Background: an optimization exercise with open tools, aiming at small area. Do not read the settings as production practice.
Only simulation tests tie the RTL to the original design; equivalence was not proved.
Power is estimated from default activity; no workload was simulated.

== the reference run ==
// img_inv_stream_ctrl
module img_inv_stream_ctrl
#(
   parameter int FRAME_BYTES = FRAME_BYTES_DEF,
   parameter int ADDR_W      = 8,
   parameter int CNT_W       = 12
) (
   input  logic             clock,
   input  logic             reset_rtl,
   input  logic [7:0]       i_rx_data,
   input  logic             i_rx_data_valid,
   input  logic             i_invert_en,
   output logic [7:0]       o_tx_data,
   output logic             o_tx_data_valid,
   input  logic             i_tx_done,
   output logic             o_busy,
   output logic             o_frame_done,
   output logic             o_overrun,
   output logic [CNT_W-1:0] o_frame_count,
   output logic [2:0]       o_dbg_state
);
Size: about 40 I/O pins, about 31000 µm² of cells after synthesis.
export LEC_CHECK = 0
export CAP_MARGIN = 20
export CORE_MARGIN = 2
export CORE_UTILIZATION = 40
export CTS_BUF_LIST = sky130_fd_sc_hd__clkbuf_8
export CTS_CLUSTER_DIAMETER = 60
export CTS_CLUSTER_SIZE = 20
export SLEW_MARGIN = 20
create_clock -name core_clock -period 5.0 [get_ports {clock}]
run.sh (not shown) runs the stock make flow with config.mk's settings and CLKGATE_MAP_FILE= SYNTH_SCRIPT=/design/flow/synth_recipe.tcl, a recipe that flattens the netlist after the stock synthesis.
Input-level comparison between the trial run and the reference run:
==> flow/flow/run.sh (new file) <==
#!/bin/bash
# Layout flow: the standard ORFS flow (standard.sh, standard synthesis
# unchanged) with two changes:
#  - ports are buffered with the smallest buffer (buf_1) instead of the
#    default choice;
#  - clock tree: clkbuf_8 sink buffers, clusters of at most 20 sinks, and no
#    dummy loads.
# ORFS writes each step's full log under orfs/logs/; make's own output goes
# to standard.log in the work folder.
set -euo pipefail
export BUFFER_PORTS_ARGS="-buffer_cell sky130_fd_sc_hd__buf_1"
export CTS_ARGS="-sink_clustering_enable -repair_clock_nets -dont_use_dummy_load -buf_list sky130_fd_sc_hd__clkbuf_8 -sink_clustering_size 20 -sink_clustering_max_diameter 60"
bash standard.sh > standard.log 2>&1
==> flow/standard.sh (new file) <==
#!/bin/bash
# synth_recipe.tcl (not shown) runs the flow's synth.tcl, then flattens the netlist and writes it again
# the make line also repeats each setting of config.mk as NAME=value (left out here)
make -C /OpenROAD-flow-scripts/flow DESIGN_CONFIG=/design/flow/config.mk WORK_HOME=/design/flow/orfs CLKGATE_MAP_FILE= SYNTH_SCRIPT=/design/flow/synth_recipe.tcl "${@:-finish}"
removed: flow/run.sh
## What came out
Comparing the trial run and the reference run, the higher worst hold slack was measured on the reference run.
Largest net degree at the start of global routing is lower on the trial run
Looking at fraction of power consumed by sequential logic, the trial run sits 1.6 points higher than the reference run does.
Status: global-route wire length before repair parity (the reference run, the trial run)
Delta (the trial run minus the reference run): routed wire length now larger; power moved down; part of the total power dissipated in the clock network moved down; die area roughly the same.
Compared with the reference run, the trial run ends up with a smaller final cell area.
Row net switching fraction of the power: the trial run lower / the reference run higher
The trial run: full flow OK, the timing, design-rule and antenna checks passed
The final layout from the reference run, which completed every stage, passed the timing, design-rule and antenna checks at the end of the flow.


== the baseline ==
img_inv_stream_ctrl, a different RTL version from the one above (not shown whole).
Size in the first run: ~1800 cells after synthesis, roughly 1300 flip-flops, ~40 I/O pins, roughly 31000 sq um of cells after synthesis.
clock: 5.0 ns
lec_check: 0
cap_margin: 20
core_margin: 2
core_utilization: 40
cts_buf_list: sky130_fd_sc_hd__clkbuf_8
cts_cluster_diameter: 60
cts_cluster_size: 22
slew_margin: 20
Stock flow here: none of the scripts above is used.
Changes in the candidate relative to the baseline:
- CTS_BUF_LIST now sky130_fd_sc_hd__clkbuf_4, was sky130_fd_sc_hd__clkbuf_8
- CTS_CLUSTER_DIAMETER now 40, was 60
- CTS_CLUSTER_SIZE now 10, was 22
Notes after the runs:
- Placement-stage cell area came out exactly the same in the candidate and the baseline.
- The baseline has higher worst-case headroom to the max-slew limit than the candidate.
- Diff the baseline -> the candidate: first-pass GRT wire length went up, power picked up an extra about 3%, clock skew grew by 0.021 ns.
- Of the candidate and the baseline, it is the candidate that has the higher number of clock buffers in the layout.
- Total power per unit cell area (the candidate vs. the baseline) increases by a few percent


Another version of the RTL of img_inv_stream_ctrl (not shown whole).
Size in the first run: about 1800 cells after synthesis, roughly 1300 flip-flops, roughly 40 I/O pins, roughly 31000 um2 of cells after synthesis.
Design img_inv_stream_ctrl, start of the top module:
module img_inv_stream_ctrl
#(
   parameter int FRAME_BYTES = FRAME_BYTES_DEF,
   parameter int ADDR_W      = 8,
   parameter int CNT_W       = 12
) (
   input  logic             clock,
   input  logic             reset_rtl,
   input  logic [7:0]       i_rx_data,
   input  logic             i_rx_data_valid,
   input  logic             i_invert_en,
   output logic [7:0]       o_tx_data,
   output logic             o_tx_data_valid,
   input  logic             i_tx_done,
   output logic             o_busy,
   output logic             o_frame_done,
   output logic             o_overrun,
   output logic [CNT_W-1:0] o_frame_count,
   output logic [2:0]       o_dbg_state
);
   localparam int LANES = 8;
   localparam int LW    = 3;    
   localparam int RINGS = (FRAME_BYTES + LANES - 1) / LANES;
   localparam int FINAL = LANES * (RINGS - 1);
   localparam logic [ADDR_W-1:0] LAST = ADDR_W'(FRAME_BYTES - 1);
   img_inv_pkg::state_t state, state_next;
   logic [ADDR_W-1:0] cnt;
   logic              inv_q;
   logic [7:0]        rdata;
   logic [LW-1:0]     pos;
   logic [LANES-1:0]  pend;
   logic              hold;       
   logic              idle, we, rd, adv, mark, last;
   logic [CNT_W-1:0]  frames_q;   
   assign idle  = (state == IDLE);
   assign we    = (idle || state == RX_FILL) && i_rx_data_valid;
   assign rd    = (state == TX_SEND);
   assign last  = (cnt == LAST);
   assign adv   = we || (state == TX_WAIT && i_tx_done);
   assign mark  = (we && (idle || int'(cnt) < FINAL)) || rd;
   img_frame_buf #(.LANES(LANES), .RINGS(RINGS), .LW(LW)) u_buf (
  ...
clock: 5.0 ns
lec_check: 0
cap_margin: 20
core_margin: 2
core_utilization: 40
cts_buf_list: sky130_fd_sc_hd__clkbuf_8
cts_cluster_diameter: 60
cts_cluster_size: 20
slew_margin: 20
standard.sh (not shown) runs the stock make flow with config.mk's settings and CLKGATE_MAP_FILE= SYNTH_SCRIPT=/design/flow/synth_recipe.tcl, a recipe that flattens the netlist after the stock synthesis.
==> flow/flow/run.sh <==
#!/bin/bash
# Layout flow: the standard ORFS flow (standard.sh, standard synthesis
# unchanged) with two changes:
#  - ports are buffered with the smallest buffer (buf_1) instead of the
#    default choice;
#  - clock tree: clkbuf_8 sink buffers, clusters of at most 20 sinks, and no
#    dummy loads.
# ORFS writes each step's full log under orfs/logs/; make's own output goes
# to standard.log in the work folder.
set -euo pipefail
export BUFFER_PORTS_ARGS="-buffer_cell sky130_fd_sc_hd__buf_1"
export CTS_ARGS="-sink_clustering_enable -repair_clock_nets -dont_use_dummy_load -buf_list {sky130_fd_sc_hd__clkbuf_4 sky130_fd_sc_hd__clkbuf_8} -sink_clustering_size 20 -sink_clustering_max_diameter 60"
bash standard.sh > standard.log 2>&1
Rerun with:
--- a/flow/flow/run.sh
+++ b/flow/flow/run.sh
@@ -10,4 +10,4 @@
 set -euo pipefail
 export BUFFER_PORTS_ARGS="-buffer_cell sky130_fd_sc_hd__buf_1"
-export CTS_ARGS="-sink_clustering_enable -repair_clock_nets -dont_use_dummy_load -buf_list {sky130_fd_sc_hd__clkbuf_4 sky130_fd_sc_hd__clkbuf_8} -sink_clustering_size 20 -sink_clustering_max_diameter 60"
+export CTS_ARGS="-sink_clustering_enable -repair_clock_nets -dont_use_dummy_load -buf_list sky130_fd_sc_hd__clkbuf_8 -sink_clustering_size 20 -sink_clustering_max_diameter 60"
 bash standard.sh > standard.log 2>&1
What happened: The changed run ran to the end with no violations; flip-flop and latch count is unchanged; clock skew is unchanged; count of clock-buffer cells in the layout is unchanged; clock power barely changes; wire length stays the same; maximum frequency is unchanged.

## port drivers added, routing unchanged
The results above use ideal ports. As a check the final layouts listed here were re-extracted and re-timed, cells and wires unchanged. Step 1: set_driving_cell puts a clkbuf_16 on clock and a buf_2 on each other input, an assumption about the parent block. Step 2, shift: input delay + t, output delay - t, t = (earliest + latest rising clock arrival at the registers) / 2. This alone moves slack from input paths to output paths. Three values: ideal ports, drivers, drivers and shift; two values: the first two.
run | shift t [ns] | setup WS [ns] | clock arrival spread, ns | pins driven straight from the clock port
the reference run | 0.726 | 1.530 / 1.474 / 1.610 | 0.058 / 0.057 | 1
the trial run | 0.704 | 1.935 / 1.878 / 1.994 | 0.108 / 0.108 | 1
the baseline | 0.716 | 1.424 / 1.424 / 1.424 | 0.029 / 0.028 | 1
the candidate | 0.994 | 1.459 / 1.422 / 1.459 | 0.046 / 0.046 | 1
the first run of note 3 | 0.692 | 1.239 / 1.184 / 1.876 | 0.084 / 0.084 | 1
the second run of note 3 | 0.692 | 1.239 / 1.184 / 1.876 | 0.084 / 0.084 | 1
After both steps every run listed still meets setup and hold.
